What follows belongs to an exercise in optimizing a design on an open flow for small area and a short achievable clock period; a production flow would make more cautious choices. At most, simulation tests tie the RTL to the original design; equivalence was not proved.

== v11 ==
==> flow/design.v (excerpt) <==
module key_expansion
#(
    parameter int NR = key_expansion_pkg::NR_DEFAULT
) (
    input  logic            clk,
    input  logic            rst_n,
    input  logic            start_in,
    input  logic [31:0]     K0_in,
    input  logic [31:0]     K1_in,
    input  logic [31:0]     K2_in,
    input  logic [31:0]     K3_in,
    input  logic            ready_in,
    output logic [31:0]     D0_out,
    output logic [31:0]     D1_out,
    output logic [31:0]     D2_out,
    output logic [31:0]     D3_out,
    output logic            valid_out,
    output logic [3:0]      round_out,
    output logic            busy_out,
    output logic            done_out
);
Size: roughly 1500 cells after synthesis, ~130 flip-flops.
export LEC_CHECK = 0
export CAP_MARGIN = 20
export CORE_MARGIN = 2
export CORE_UTILIZATION = 40
export SLEW_MARGIN = 20
create_clock -name core_clock -period 17.0 [get_ports {clk}]
standard.sh (not shown) runs the stock make flow with config.mk's settings and CLKGATE_MAP_FILE= SYNTH_SCRIPT=/design/flow/synth_recipe.tcl, a recipe that flattens the netlist after the stock synthesis.
==> flow/flow/run.sh <==
#!/bin/bash
# Layout flow: the standard ORFS flow (standard.sh), with extra make variables from
# flow/make_args.txt (one VAR=value per line) and, if flow/abc.script exists, that ABC
# script in place of ORFS's abc_speed.script and abc_area.script (a copy of ORFS's scripts folder is used).
# Each ORFS step writes its own log under orfs/logs/; make's output goes to make.log.
set -euo pipefail
HERE=$(pwd)
ARGS=()
if [[ -f flow/abc.script ]]; then
  rm -rf "$HERE/scripts"
  cp -r "$FLOW_HOME/scripts" "$HERE/scripts"
  cp flow/abc.script "$HERE/scripts/abc_speed.script"
  cp flow/abc.script "$HERE/scripts/abc_area.script"
  ARGS+=("SCRIPTS_DIR=$HERE/scripts")
fi
if [[ -f flow/make_args.txt ]]; then
  while IFS= read -r line; do
    [[ -n "$line" && "$line" != \#* ]] && ARGS+=("$line")
  done < flow/make_args.txt
fi
echo "make args: ${ARGS[*]}" > make.log
bash standard.sh "${ARGS[@]}" finish >> make.log 2>&1
==> flow/flow/abc.script <==
strash
dch
map -D 3000
topo
stime -c
buffer -c
upsize -c
dnsize -c
==> flow/flow/make_args.txt <==
ABC_CLOCK_PERIOD_IN_PS=3000
CORE_UTILIZATION=65
SETUP_SLACK_MARGIN=12.5
BUFFER_PORTS_ARGS=-buffer_cell sky130_fd_sc_hd__buf_2
Modified inputs, v49 compared to v11
==> flow/flow/make_args.txt <==
ABC_CLOCK_PERIOD_IN_PS=3000
CORE_UTILIZATION=50
SETUP_SLACK_MARGIN=12.35
BUFFER_PORTS_ARGS=-buffer_cell sky130_fd_sc_hd__buf_1
CTS_ARGS=-sink_clustering_enable -repair_clock_nets -buf_list sky130_fd_sc_hd__clkbuf_8 -dont_use_dummy_load
Results
Changes observed in v49 relative to v11: worst reg2reg path depth moved down, placed wire-length estimate moved up, core utilization of the finished layout moved down.
Input-level comparison between v31 and v49:
==> flow/flow/make_args.txt <==
ABC_CLOCK_PERIOD_IN_PS=3000
CORE_UTILIZATION=50
SETUP_SLACK_MARGIN=12.5
BUFFER_PORTS_ARGS=-buffer_cell sky130_fd_sc_hd__buf_2
[summary]
Compared with v49, v31 ends up with a larger final cell area.
No functional check of the RTL was part of any run of this note.

========
key_expansion again, from the RTL that the note above started with.
==> flow/config.mk <==
export PLATFORM = sky130hd
export DESIGN_NAME = key_expansion
export DESIGN_NICKNAME = key_expansion
export VERILOG_FILES = /design/flow/design.v
export SDC_FILE = /design/flow/constraint.sdc
export NUM_CORES = 4
export LEC_CHECK = 0
export CAP_MARGIN = 20
export CORE_MARGIN = 2
export CORE_UTILIZATION = 40
export SLEW_MARGIN = 20
==> flow/constraint.sdc <==
create_clock -name core_clock -period 17.0 [get_ports {clk}]
set_input_delay 3.4000 -clock core_clock [delete_from_list [all_inputs] [get_ports {clk}]]
set_output_delay 3.4000 -clock core_clock [all_outputs]
set_load 0.01 [all_outputs]
==> flow/flow/abc.script <==
strash
dch
map -D 2700
topo
stime -c
buffer -c
upsize -c
dnsize -c
==> flow/flow/make_args.txt <==
ABC_CLOCK_PERIOD_IN_PS=2700
CORE_UTILIZATION=50
SETUP_SLACK_MARGIN=12.5
BUFFER_PORTS_ARGS=-buffer_cell sky130_fd_sc_hd__buf_2
Scripts as last shown in full above: flow/flow/run.sh
Next try:
==> flow/flow/abc.script (replaced) <==
strash
dch
map -D 3000
topo
stime -c
buffer -c
upsize -c
dnsize -c
==> flow/flow/make_args.txt (replaced) <==
ABC_CLOCK_PERIOD_IN_PS=3000
CORE_UTILIZATION=50
SETUP_SLACK_MARGIN=12.2
BUFFER_PORTS_ARGS=-buffer_cell sky130_fd_sc_hd__buf_2
Effect: The changed run completed without violations; global-route usage is lower by 3.6 points; wire length is lower by 23%; synthesized cell count is lower by about 24%; critical path depth is lower by 6; worst setup slack loses 220 ps; first-iteration DRC count is lower by about 46%; register-to-register slack loses 180 ps; utilization is lower by 1.1 points; sequential cell count stays the same; count of clock-buffer cells in the layout is lower by 2.
Next try:
==> flow/flow/make_args.txt (replaced) <==
ABC_CLOCK_PERIOD_IN_PS=3000
CORE_UTILIZATION=50
SETUP_SLACK_MARGIN=12.8
BUFFER_PORTS_ARGS=-buffer_cell sky130_fd_sc_hd__buf_2
What happened: The new run produced a clean layout. Setup slack gains 140 ps. Clock-buffer cell count came out higher by 2. Synthesized area does not change. Synthesized cell count is unchanged. Wire length came out higher by 47%. Flip-flop and latch count does not change. Sequential share of layout area shrinks by 4.1 points. Worst hold slack gets better by 25 ps. Non-clock buffer count goes up by 263. Die area stays the same.
Next try:
==> flow/flow/make_args.txt (replaced) <==
ABC_CLOCK_PERIOD_IN_PS=3000
CORE_UTILIZATION=40
SETUP_SLACK_MARGIN=12.5
BUFFER_PORTS_ARGS=-buffer_cell sky130_fd_sc_hd__buf_1
CTS_BUF_LIST=sky130_fd_sc_hd__clkbuf_8
First-iteration DRC count falls by 41%. Routed wire length falls by 30%. Worst setup slack gains 100 ps.
Next try:
==> flow/flow/make_args.txt (replaced) <==
ABC_CLOCK_PERIOD_IN_PS=3000
CORE_UTILIZATION=50
SETUP_SLACK_MARGIN=12.5
BUFFER_PORTS_ARGS=-buffer_cell sky130_fd_sc_hd__buf_1
CTS_BUF_LIST=sky130_fd_sc_hd__clkbuf_8
=> Setup slack stays flat. Area after synthesis does not change. Design area came out higher by about 1.7%.
No run of this note included a check of the RTL's function; only the layout flow was run.

========
== try-ember ==
Another version of the RTL of key_expansion (not shown whole).
Size in the first run: ~1500 cells after synthesis, about 130 flip-flops, roughly 0.011 mm2 of cells after synthesis.
// key_expansion
module key_expansion
#(
    parameter int NR = key_expansion_pkg::NR_DEFAULT
) (
    input  logic            clk,
    input  logic            rst_n,
    input  logic            start_in,
    input  logic [31:0]     K0_in,
    input  logic [31:0]     K1_in,
    input  logic [31:0]     K2_in,
    input  logic [31:0]     K3_in,
    input  logic            ready_in,
    output logic [31:0]     D0_out,
    output logic [31:0]     D1_out,
    output logic [31:0]     D2_out,
    output logic [31:0]     D3_out,
    output logic            valid_out,
    output logic [3:0]      round_out,
    output logic            busy_out,
    output logic            done_out
);
    logic        valid_q, done_q;
    logic [31:0] w0_q, w1_q, w2_q, w3_q;
    logic [3:0]  round_q;
    logic [31:0] sub_word;
    logic [31:0] t_word;
    logic [31:0] rc_word;
    logic [31:0] p0, p1, p2, p3;
    logic [31:0] sel_ld, sel_adv, sel_hold;
    logic [3:0]  round_d;
    logic        last;
    for (genvar i = 0; i < 4; i++) begin : g_sbox
        aes_sbox u_sbox (
            .data (w3_q[(8*i + 24) % 32 +: 8]),
            .sub  (sub_word[8*i +: 8])
        );
    end
    assign rc_word  = {key_expansion_pkg::rcon_next(round_q), 24'h000000};
    assign p0       = w0_q ^ rc_word;
    assign p1       = p0 ^ w1_q;
    assign p2       = p1 ^ w2_q;
    assign p3       = p2 ^ w3_q;
    assign sel_ld   = {32{~valid_q}};
    assign sel_adv  = {32{valid_q & ready_in}};
    assign sel_hold = {32{valid_q & ~ready_in}};
    assign t_word   = sel_adv & sub_word;       
    assign last     = round_q[3] & round_q[1];    
    assign round_d  = ({4{valid_q & ready_in}} & (round_q + 4'd1))
  ...
Settings: LEC_CHECK=0, CAP_MARGIN=20, CORE_MARGIN=2, CORE_UTILIZATION=40, SLEW_MARGIN=20; clock period 17.0 ns.
==> flow/flow/abc.script <==
strash
dch
map -D 3000
topo
stime -c
buffer -c
upsize -c
dnsize -c
==> flow/flow/make_args.txt <==
ABC_CLOCK_PERIOD_IN_PS=3000
CORE_UTILIZATION=50
SETUP_SLACK_MARGIN=12.35
BUFFER_PORTS_ARGS=-buffer_cell sky130_fd_sc_hd__buf_1
CTS_ARGS=-sink_clustering_enable -repair_clock_nets -buf_list sky130_fd_sc_hd__clkbuf_8 -dont_use_dummy_load -sink_clustering_size 30 -sink_clustering_max_diameter 100
Scripts as last shown in full above: flow/flow/run.sh
Input changes introduced in try-umber (baseline for comparison: try-ember):
==> flow/flow/make_args.txt <==
ABC_CLOCK_PERIOD_IN_PS=3000
CORE_UTILIZATION=50
SETUP_SLACK_MARGIN=12.35
BUFFER_PORTS_ARGS=-buffer_cell sky130_fd_sc_hd__buf_1
CTS_ARGS=-sink_clustering_enable -repair_clock_nets -buf_list sky130_fd_sc_hd__clkbuf_8 -dont_use_dummy_load
SYNTH_HIERARCHICAL=1
Findings:
- Compared with try-ember, in try-umber final cell count without fillers level; routed wire length per instance moved down; fmax moved down.
The following lists how try-maple was set up differently from try-umber:
==> flow/flow/make_args.txt <==
ABC_CLOCK_PERIOD_IN_PS=3000
CORE_UTILIZATION=50
SETUP_SLACK_MARGIN=12.65
BUFFER_PORTS_ARGS=-buffer_cell sky130_fd_sc_hd__buf_1
CTS_BUF_LIST=sky130_fd_sc_hd__clkbuf_8
### Flow results
- On die area: between try-maple and try-umber, it ends up higher for try-umber.
- try-maple reached the end of the flow, and the finished layout is clean on the timing, DRC and antenna checks.
- From try-umber to try-maple the numbers moved as follows: proportion of synthesized chip area in sequential cells went up, fraction of the core area covered by cells at the end of the flow went up.
- Signal arrival time at the worst endpoint: try-maple vs try-umber down 0.11 ns
- try-maple vs try-umber: y dimension of the die down slightly
- Sort try-maple and try-umber by number of gates resized after cts asc -> top: try-umber
- try-maple vs. try-umber: critical-path maximum fanout has decreased.
#### Input delta (try-lagoon over try-maple)
==> flow/flow/abc.script <==
strash
dch
amap
topo
stime -c
buffer -c
upsize -c
dnsize -c
==> flow/flow/make_args.txt <==
ABC_CLOCK_PERIOD_IN_PS=3000
CORE_UTILIZATION=50
SETUP_SLACK_MARGIN=12.35
BUFFER_PORTS_ARGS=-buffer_cell sky130_fd_sc_hd__buf_1
CTS_ARGS=-sink_clustering_enable -repair_clock_nets -buf_list sky130_fd_sc_hd__clkbuf_8 -dont_use_dummy_load
Findings:
Note that the total wire length after detailed routing recorded for try-lagoon amounts to 1.07 times the value seen in try-maple. For the headroom to the max-slew limit, try-lagoon came in 19 points higher than try-maple did. try-lagoon against try-maple: die area decreased by 0.0017 mm2 relative to the old numbers; met3 track demand over resource in global routing increased by 0.66 points relative to the old numbers. Per the comparison of try-lagoon with try-maple, non-clock buffer count now sits lower, final critical-path required period now sits higher, hold slack now sits lower. The layout overhead on the synthesized area in try-lagoon sits 4.6 points below the value recorded for try-maple. try-lagoon — share of the core filled with cells in the final layout 2.3 points lower, try-maple as reference.

[separate check: timing with driven ports]
No port has a modelled driver above. Below, the same layouts with a new extraction and two added sets of constraints. Step 1 sets driving cells, clkbuf_16 on the clock port and buf_2 on the other inputs (assumed; they add their load-dependent delay and slew). Step 2 times the ports against the registers' clock, not the clock port: input delays grow and output delays shrink by t, the midpoint of the rising clock arrivals with the driver on. a / b / c = no drivers / after step 1 / after step 2; a / b = the first two.
run | t (ns) | setup WS [ns] | latest minus earliest clock arrival (ns) | pins driven straight from the clock port
v11 | 0.486 | 12.385 / 12.385 / 11.996 | 0.017 / 0.016 | 1
v49 | 0.488 | 12.413 / 12.368 / 11.994 | 0.042 / 0.042 | 1
v31 | 0.475 | 12.518 / 12.468 / 12.099 | 0.009 / 0.009 | 1
the first run of note 2 | 0.480 | 12.487 / 12.465 / 12.038 | 0.018 / 0.019 | 1
the second run of note 2 | 0.477 | 12.266 / 12.217 / 11.850 | 0.013 / 0.013 | 1
the third run of note 2 | 0.485 | 12.409 / 12.359 / 12.165 | 0.017 / 0.017 | 1
the fourth run of note 2 | 0.503 | 12.510 / 12.467 / 12.092 | 0.023 / 0.024 | 1
the fifth run of note 2 | 0.510 | 12.513 / 12.468 / 12.102 | 0.018 / 0.018 | 1
try-ember | 0.490 | 12.396 / 12.354 / 11.977 | 0.034 / 0.033 | 1
try-umber | 0.484 | 12.352 / 12.310 / 11.979 | 0.034 / 0.034 | 1
try-maple | 0.506 | 12.456 / 12.409 / 12.081 | 0.021 / 0.021 | 1
try-lagoon | 0.513 | 11.985 / 11.985 / 11.886 | 0.043 / 0.044 | 1
After both steps every run listed still meets setup and hold. For the first run of note 2, which loses most, drivers alone change the setup slack by -0.022 ns; drivers and shift together by -0.449 ns.
